Background: an optimization exercise with open tools, aiming at a short achievable clock period and few clock cycles. Do not read the settings as production practice.
In this exercise RTL edits were held to simulation tests only and were not proved equivalent to the original.
Power is estimated from default activity; no workload was simulated.

==> v22 <==
Design multi_cycle_mips, start of the top module:
module multi_cycle_mips #(
  parameter logic [31:0] RESET_PC        = 32'h0000_0000,
  parameter int          MEM_AW          = 32,
  parameter bit          TRAP_ON_ILLEGAL = 1'b1
) (
  input  logic              clk,
  input  logic              reset,
  output logic              mem_req,
  output logic              mem_we,
  output logic [MEM_AW-1:0] mem_addr,
  output logic [31:0]       mem_wdata,
  input  logic              mem_ready,
  input  logic [31:0]       mem_rdata,
  output logic              halted,
  output logic              retire
);
  logic        req_q, isd_q, we_q, kill_q;
  logic [29:0] addr_q;           
  logic [31:0] wdata_q;
  logic [4:0]  ldrd_q;           
  logic [29:0] st_a_q;           
  logic        halted_q, retire_q;
  logic [29:0] fpc_q;            
  logic        dv_q, d_pf_q, d_hit_q;
  logic [31:0] d_ir_q;
  logic [29:0] d_pc_q;
  logic        xv_q;
  logic [29:0] x_pc1_q, x_bt_q;
  logic [4:0]  x_idx_q;
  logic [4:0]  x_rs_q, x_rt_q, x_dst_q;
  logic        x_wen_q, x_urs_q, x_urt_q, x_uimm_q;
  logic        x_lw_q, x_sw_q, x_beq_q, x_bne_q, x_ill_q, x_pf_q;
  logic [9:0]  x_sel_q;
  logic [31:0] x_imm_q, a_q, b_q;
  logic        fax_q, fal_q, fbx_q, fbl_q;
  logic [31:0] r_q, l_q;
  logic        w_we_q;
  logic [4:0]  w_rd_q;
  logic [31:0] rf [32];
  localparam int CI = 5;                
  localparam int CT = 14 - CI;          
  localparam int CN = 1 << CI;
  logic [CN-1:0] cv_q;
  logic [15:0]   creg_q;
  ...
==> flow/config.mk <==
export PLATFORM = sky130hd
export DESIGN_NAME = multi_cycle_mips
export DESIGN_NICKNAME = multi_cycle_mips
export VERILOG_FILES = /design/flow/design.v
export SDC_FILE = /design/flow/constraint.sdc
export NUM_CORES = 4
export LEC_CHECK = 0
export ABC_CLOCK_PERIOD_IN_PS = 5000
export CAP_MARGIN = 20
export CORE_MARGIN = 2
export CORE_UTILIZATION = 40
export SETUP_SLACK_MARGIN = 4
export SLEW_MARGIN = 20
==> flow/constraint.sdc <==
create_clock -name core_clock -period 10.0 [get_ports {clk}]
set_input_delay 2.0000 -clock core_clock [delete_from_list [all_inputs] [get_ports {clk}]]
set_output_delay 2.0000 -clock core_clock [all_outputs]
set_load 0.01 [all_outputs]
run.sh (not shown) runs the stock make flow with config.mk's settings and CLKGATE_MAP_FILE= SYNTH_SCRIPT=/design/flow/synth_recipe.tcl, a recipe that flattens the netlist after the stock synthesis.
==> v13 (differences from v22) <==
--- a/flow/design.v
+++ b/flow/design.v
@@ -108,12 +108,13 @@
   logic [4:0]  x_rs_q, x_rt_q, x_dst_q;
   logic        x_wen_q, x_urs_q, x_urt_q, x_uimm_q;
   logic        x_lw_q, x_sw_q, x_beq_q, x_bne_q, x_ill_q, x_pf_q;
   logic [9:0]  x_sel_q;
   logic [31:0] x_imm_q, a_q, b_q;
   logic        fax_q, fal_q, fbx_q, fbl_q;
+  logic        sa_r, sa_l, sa_a, sb_i, sb_r, sb_l, sb_b;    
   logic [31:0] r_q, l_q;
   logic        w_we_q;
   logic [4:0]  w_rd_q;
   logic [31:0] rf [32];
   localparam int CI = 5;                
   localparam int CT = 14 - CI;          
@@ -137,15 +138,16 @@
   assign mem_we    = we_q;
   assign mem_addr  = {addr_q[MEM_AW-3:0], 2'b00};
   assign mem_wdata = wdata_q;
   assign halted    = halted_q;
   assign retire    = retire_q;
   logic [31:0] x_a, x_b, x_bop, x_y, x_sum;
-  assign x_a   = fax_q ? r_q : (fal_q ? l_q : a_q);
+  assign x_a   = ({32{sa_r}} & r_q) | ({32{sa_l}} & l_q) | ({32{sa_a}} & a_q);
   assign x_b   = fbx_q ? r_q : (fbl_q ? l_q : b_q);
-  assign x_bop = x_uimm_q ? x_imm_q : x_b;
+  assign x_bop = ({32{sb_i}} & x_imm_q) | ({32{sb_r}} & r_q) | ({32{sb_l}} & l_q) |
+                 ({32{sb_b}} & b_q);
   mips_alu u_alu (
     .sel  (x_sel_q),
     .a    (x_a),
     .b    (x_bop),
     .link ({x_pc1_q, 2'b00}),
     .y    (x_y),
@@ -156,13 +158,24 @@
   assign s_lu  = req_q & isd_q & ~we_q & (ldrd_q != 5'd0) &
                  ((x_urs_q & (x_rs_q == ldrd_q)) | (x_urt_q & (x_rt_q == ldrd_q)));
   assign x_mem = x_lw_q | x_sw_q;
   assign s_mem = (x_mem | (x_wen_q & isd_q & ~we_q & (x_dst_q == ldrd_q))) & busy;
   assign ex    = xv_q & ~x_ill_q & ~halted_q & ~s_lu & ~s_mem;
   assign x_we  = ex & x_wen_q & (x_dst_q != 5'd0);
-  assign x_eq  = (x_a == x_b);
+  logic eq_rl, eq_rb, eq_lb, eq_ar, eq_al, eq_ab;
+  assign eq_rl = (r_q == l_q);
+  assign eq_rb = (r_q == b_q);
+  assign eq_lb = (l_q == b_q);
+  assign eq_ar = (a_q == r_q);
+  assign eq_al = (a_q == l_q);
+  assign eq_ab = (a_q == b_q);
+  always_comb begin
+    if (fax_q)      x_eq = fbx_q ? 1'b1  : (fbl_q ? eq_rl : eq_rb);
+    else if (fal_q) x_eq = fbx_q ? eq_rl : (fbl_q ? 1'b1  : eq_lb);
+    else            x_eq = fbx_q ? eq_ar : (fbl_q ? eq_al : eq_ab);
+  end
   assign x_taken  = (x_beq_q & x_eq) | (x_bne_q & ~x_eq);
   assign redirect = ex & (x_beq_q | x_bne_q) & (x_taken != x_pf_q);
   assign x_target = x_taken ? x_bt_q : x_pc1_q;
   assign halt_now = xv_q & x_ill_q & ~halted_q & ~(req_q & isd_q & ~mem_ready);
   logic x_free;
   assign x_free = ~xv_q | ex;
@@ -227,66 +240,110 @@
   always_comb begin
     d_ra = (d_rs == 5'd0) ? 32'd0 : rf[d_rs];
     d_rb = (d_rt == 5'd0) ? 32'd0 : rf[d_rt];
     if (w_we_q && w_rd_q == d_rs) d_ra = r_q;
     if (w_we_q && w_rd_q == d_rt) d_rb = r_q;
   end
-  logic d_adv;
-  assign d_adv = dv_q & x_free & ~redirect;
+  logic d_adv, d_go;
+  assign d_go  = dv_q & x_free;
+  assign d_adv = d_go & ~redirect;
   logic d_redirect;
   assign d_redirect = dv_q & ~d_hit_q & d_pt & ~d_pf_q & ~redirect;
-  logic [CI-1:0] c_idx;
-  logic          c_hit, c_ok, f_ok, d_free;
+  logic          c_hit, c_ok, f_ok, f_any, d_free, c_take;
   logic [29:0]   f_pc1, m_next, c_next, f_next, nf;
   logic          m_j;
-  assign c_idx  = fpc_q[CI-1:0];
-  assign c_hit  = cv_q[c_idx] & (ctag[c_idx] == fpc_q[13:CI]) & (creg_q == fpc_q[29:14]);
+  logic [CN-1:0] fidx_q, l_hit, l_take;
+  logic [13:0]   c_tgt;
+  logic [31:0]   c_ins;
+  always_comb begin
+    c_tgt = '0;
+    c_ins = '0;
+    for (int i = 0; i < CN; i++) begin
+      l_hit[i]  = cv_q[i] & (ctag[i] == fpc_q[13:CI]);
+      l_take[i] = cj[i] | (cbr[i] & cdyn[i]);
+      c_tgt = c_tgt | ({14{fidx_q[i]}} & ctgt[i]);
+      c_ins = c_ins | ({32{fidx_q[i]}} & cins[i]);
+    end
+  end
+  assign c_hit  = |(fidx_q & l_hit) & (creg_q == fpc_q[29:14]);
+  assign c_take = |(fidx_q & l_take);
   assign d_free = ~dv_q | x_free;
   assign c_ok   = ~port_fetch & c_hit & d_free & ~halted_q;
-  assign f_ok   = (fetch_ok | c_ok) & ~redirect & ~d_redirect;
+  assign f_any  = fetch_ok | c_ok;
+  assign f_ok   = f_any & ~redirect & ~d_redirect;
   assign f_pc1  = fpc_q + 30'd1;
   assign m_j    = (mem_rdata[31:27] == 5'b00001);
   assign m_next = m_j ? {f_pc1[29:26], mem_rdata[25:0]} : f_pc1;
-  logic c_take;
-  assign c_take = cj[c_idx] | (cbr[c_idx] & cdyn[c_idx]);
-  assign c_next = c_take ? {fpc_q[29:14], ctgt[c_idx]} : f_pc1;
+  assign c_next = c_take ? {fpc_q[29:14], c_tgt} : f_pc1;
   assign f_next = c_hit ? c_next : m_next;
   assign nf     = redirect ? x_target : (d_redirect ? d_tgt : (f_ok ? f_next : fpc_q));
+  function automatic logic [CN-1:0] onehot(input logic [CI-1:0] v);
+    onehot = '0;
+    onehot[v] = 1'b1;
+  endfunction
+  logic [CN-1:0] oh_pc1, oh_f, oh_n;
+  assign oh_pc1 = {fidx_q[CN-2:0], fidx_q[CN-1]};
+  assign oh_f   = c_hit ? (c_take ? onehot(c_tgt[CI-1:0]) : oh_pc1)
+                        : (m_j ? onehot(mem_rdata[CI-1:0]) : oh_pc1);
+  assign oh_n   = redirect ? (x_taken ? onehot(x_bt_q[CI-1:0]) : onehot(x_pc1_q[CI-1:0]))
+                           : (d_redirect ? onehot(d_tgt[CI-1:0]) : (f_ok ? oh_f : fidx_q));
   always_ff @(posedge clk) begin
     if (ld_done && ldrd_q != 5'd0) rf[ldrd_q] <= mem_rdata;
     if (w_we_q) rf[w_rd_q] <= r_q;
   end
   always_ff @(posedge clk) begin
     if (ex) r_q <= x_y;
     if (ld_done) l_q <= mem_rdata;
   end
+  logic        fl_v, fl_j, fl_br, fl_pt, up_v, up_t;
+  logic [29:0] fl_pc, fl_tgt;
+  logic [31:0] fl_ins;
+  logic [4:0]  up_idx;
+  always_ff @(posedge clk or posedge reset) begin
+    if (reset) begin
+      fl_v <= 1'b0;
+      up_v <= 1'b0;
+    end else begin
+      fl_v <= dv_q & ~d_hit_q;
+      up_v <= ex & (x_beq_q | x_bne_q);
+    end
+  end
+  always_ff @(posedge clk) begin
+    fl_pc  <= d_pc_q;
+    fl_ins <= d_ir_q;
+    fl_j   <= d_j;
+    fl_br  <= d_beq | d_bne;
+    fl_pt  <= d_pt;
+    fl_tgt <= d_tgt;
+    up_idx <= x_idx_q;
+    up_t   <= x_taken;
+  end
   logic c_fill;
-  assign c_fill = dv_q & ~d_hit_q &
-                  (~(d_j | d_beq | d_bne) | (d_tgt[29:14] == d_pc_q[29:14]));
+  assign c_fill = fl_v & (~(fl_j | fl_br) | (fl_tgt[29:14] == fl_pc[29:14]));
   always_ff @(posedge clk) begin
-    if (ex && (x_beq_q || x_bne_q)) cdyn[x_idx_q] <= x_taken;
+    if (up_v) cdyn[up_idx] <= up_t;
     if (c_fill) begin
-      ctag[d_pc_q[CI-1:0]] <= d_pc_q[13:CI];
-      cins[d_pc_q[CI-1:0]] <= d_ir_q;
-      cj[d_pc_q[CI-1:0]]   <= d_j;
-      cbr[d_pc_q[CI-1:0]]  <= d_beq | d_bne;
-      cdyn[d_pc_q[CI-1:0]] <= d_pt;
-      ctgt[d_pc_q[CI-1:0]] <= d_tgt[13:0];
+      ctag[fl_pc[CI-1:0]] <= fl_pc[13:CI];
+      cins[fl_pc[CI-1:0]] <= fl_ins;
+      cj[fl_pc[CI-1:0]]   <= fl_j;
+      cbr[fl_pc[CI-1:0]]  <= fl_br;
+      cdyn[fl_pc[CI-1:0]] <= fl_pt;
+      ctgt[fl_pc[CI-1:0]] <= fl_tgt[13:0];
     end
   end
   logic st_hit;
   assign st_hit = (ctag[st_a_q[CI-1:0]] == st_a_q[13:CI]) & (creg_q == st_a_q[29:14]);
   always_ff @(posedge clk or posedge reset) begin
     if (reset) begin
       cv_q   <= '0;
       creg_q <= '0;
     end else begin
       if (c_fill) begin
-        if (creg_q != d_pc_q[29:14]) cv_q <= '0;
-        cv_q[d_pc_q[CI-1:0]] <= 1'b1;
-        creg_q <= d_pc_q[29:14];
+        if (creg_q != fl_pc[29:14]) cv_q <= '0;
+        cv_q[fl_pc[CI-1:0]] <= 1'b1;
+        creg_q <= fl_pc[29:14];
       end
       if (st_done && st_hit) cv_q[st_a_q[CI-1:0]] <= 1'b0;
     end
   end
   always_ff @(posedge clk or posedge reset) begin
     if (reset) begin
@@ -295,22 +352,24 @@
       we_q     <= 1'b0;
       kill_q   <= 1'b0;
       addr_q   <= RESET_PC[31:2];
       wdata_q  <= '0;
       ldrd_q   <= '0;
       fpc_q    <= RESET_PC[31:2];
+      fidx_q   <= onehot(RESET_PC[CI+1:2]);
       halted_q <= 1'b0;
       retire_q <= 1'b0;
       dv_q     <= 1'b0;
       d_pf_q   <= 1'b0;
       xv_q     <= 1'b0;
       w_we_q   <= 1'b0;
     end else begin
       retire_q <= ex;
       if (halt_now) halted_q <= 1'b1;
       fpc_q <= nf;
+      fidx_q <= oh_n;
       if (busy) begin
         if ((redirect || d_redirect) && port_fetch) kill_q <= 1'b1;
       end else if (ex && x_mem) begin
         req_q   <= 1'b1;
         isd_q   <= 1'b1;
         we_q    <= x_sw_q;
@@ -338,20 +397,27 @@
   end
   always_ff @(posedge clk) begin
     if (ex && x_sw_q) st_a_q <= x_sum[31:2];
     w_rd_q <= x_dst_q;
   end
   always_ff @(posedge clk) begin
-    if (f_ok) begin
-      d_ir_q <= port_fetch ? mem_rdata : cins[c_idx];
+    if (f_any) begin
+      d_ir_q <= port_fetch ? mem_rdata : c_ins;
       d_pc_q <= fpc_q;
       d_hit_q <= c_hit;
     end
   end
+  logic d_fax, d_fbx, d_fal, d_fbl, h_fal, h_fbl;
+  assign d_fax = x_we & (x_dst_q == d_rs);
+  assign d_fbx = x_we & (x_dst_q == d_rt);
+  assign d_fal = ld_done & (ldrd_q != 5'd0) & (ldrd_q == d_rs);
+  assign d_fbl = ld_done & (ldrd_q != 5'd0) & (ldrd_q == d_rt);
+  assign h_fal = ld_done & (ldrd_q != 5'd0) & (ldrd_q == x_rs_q);
+  assign h_fbl = ld_done & (ldrd_q != 5'd0) & (ldrd_q == x_rt_q);
   always_ff @(posedge clk) begin
-    if (d_adv) begin
+    if (d_go) begin
       x_pc1_q  <= d_pc1;
       x_bt_q   <= d_bt;
       x_idx_q  <= d_pc_q[4:0];
       x_rs_q   <= d_rs;
       x_rt_q   <= d_rt;
       x_dst_q  <= d_dst;
@@ -366,20 +432,33 @@
       x_ill_q  <= d_ill;
       x_pf_q   <= d_pf_q | d_redirect;
       x_sel_q  <= d_sel;
       x_imm_q  <= d_imm;
       a_q      <= d_ra;
       b_q      <= d_rb;
-      fax_q    <= x_we & (x_dst_q == d_rs);
-      fbx_q    <= x_we & (x_dst_q == d_rt);
-      fal_q    <= ld_done & (ldrd_q != 5'd0) & (ldrd_q == d_rs);
-      fbl_q    <= ld_done & (ldrd_q != 5'd0) & (ldrd_q == d_rt);
+      fax_q    <= d_fax;
+      fbx_q    <= d_fbx;
+      fal_q    <= d_fal;
+      fbl_q    <= d_fbl;
+      sa_r     <= d_fax;
+      sa_l     <= ~d_fax & d_fal;
+      sa_a     <= ~d_fax & ~d_fal;
+      sb_i     <= d_uimm;
+      sb_r     <= ~d_uimm & d_fbx;
+      sb_l     <= ~d_uimm & ~d_fbx & d_fbl;
+      sb_b     <= ~d_uimm & ~d_fbx & ~d_fbl;
     end else if (!ex) begin
       a_q   <= x_a;
       b_q   <= x_b;
       fax_q <= 1'b0;
       fbx_q <= 1'b0;
-      fal_q <= ld_done & (ldrd_q != 5'd0) & (ldrd_q == x_rs_q);
-      fbl_q <= ld_done & (ldrd_q != 5'd0) & (ldrd_q == x_rt_q);
+      fal_q <= h_fal;
+      fbl_q <= h_fbl;
+      sa_r  <= 1'b0;
+      sa_l  <= h_fal;
+      sa_a  <= ~h_fal;
+      sb_r  <= 1'b0;
+      sb_l  <= ~x_uimm_q & h_fbl;
+      sb_b  <= ~x_uimm_q & ~h_fbl;
     end
   end
 endmodule
==> flow/config.mk (replaced) <==
export PLATFORM = sky130hd
export DESIGN_NAME = multi_cycle_mips
export DESIGN_NICKNAME = multi_cycle_mips
export VERILOG_FILES = /design/flow/design.v
export SDC_FILE = /design/flow/constraint.sdc
export NUM_CORES = 4
export LEC_CHECK = 0
export ABC_CLOCK_PERIOD_IN_PS = 4500
export CAP_MARGIN = 20
export CORE_MARGIN = 2
export CORE_UTILIZATION = 50
export SETUP_SLACK_MARGIN = 5
export SLEW_MARGIN = 20
==> run notes <==
|  | v13 | v22 |
|---|---|---|
| Result of the run | timing/DRC/antenna clean | timing/DRC/antenna clean |
| Critical Path Slowest Stage Cell | dfrtp_4 | nand4_1 |
| NetSw | 0.0120 W | 0.00750 W |
| Final weighted congestion of routability-driven global placement | 0.953 | 0.936 |
| Antenna violations before repair | 52 | 40 |
| Data required time at the worst endpoint | 10890 ps | 10860 ps |
| End point of the critical path | addr_q[29] | fpc_q[5] |
| Finished Core Util | 0.568 | 0.454 |
| Placed cell count | 15345 | 14964 |
| Static Leak | 63.2 nW | 61.1 nW |
| Mean number of vias per cell | 7.16 | 6.40 |
| Tcrit/Tclk final | 0.504 | 0.614 |
| Number of synthesized flops with an enable pin | 3242 | 3237 |
| Synth unique cells | 94 | 112 |
| Ys async rst share | 0.0532 | 0.0454 |
Testbench counts of v22, summed over its fixed seeds: cycles 110,776.
Testbench counts of v13, summed over its fixed seeds: cycles 110,776.

-- separate check: timing with driven ports --
How much do the figures lean on ideal ports? The routed layouts below were timed once more, with nothing changed but the port constraints. Step 1 assumes that a clkbuf_16 drives the clock port and a buf_2 every other input. Step 2 adds t to the input delays and takes it off the output delays; t is the mean of the earliest and latest rising clock arrival at the registers after step 1. Input paths then give back, and output paths get back, about the clock's delay inside the block. Slacks: ideal / step 1 / step 2; pairs: ideal / step 1.
run | t (ns) | slack for setup (ns) | worst setup path at the end
v22 | 1.072 | 3.862 / 3.862 / 2.947 | input to register
v13 | 1.085 | 4.964 / 4.964 / 3.959 | input to register
After both steps every run listed still meets setup and hold. The setup slack of v13, which loses most, moves by 0.000 ns with the drivers and by -1.005 ns with both steps.
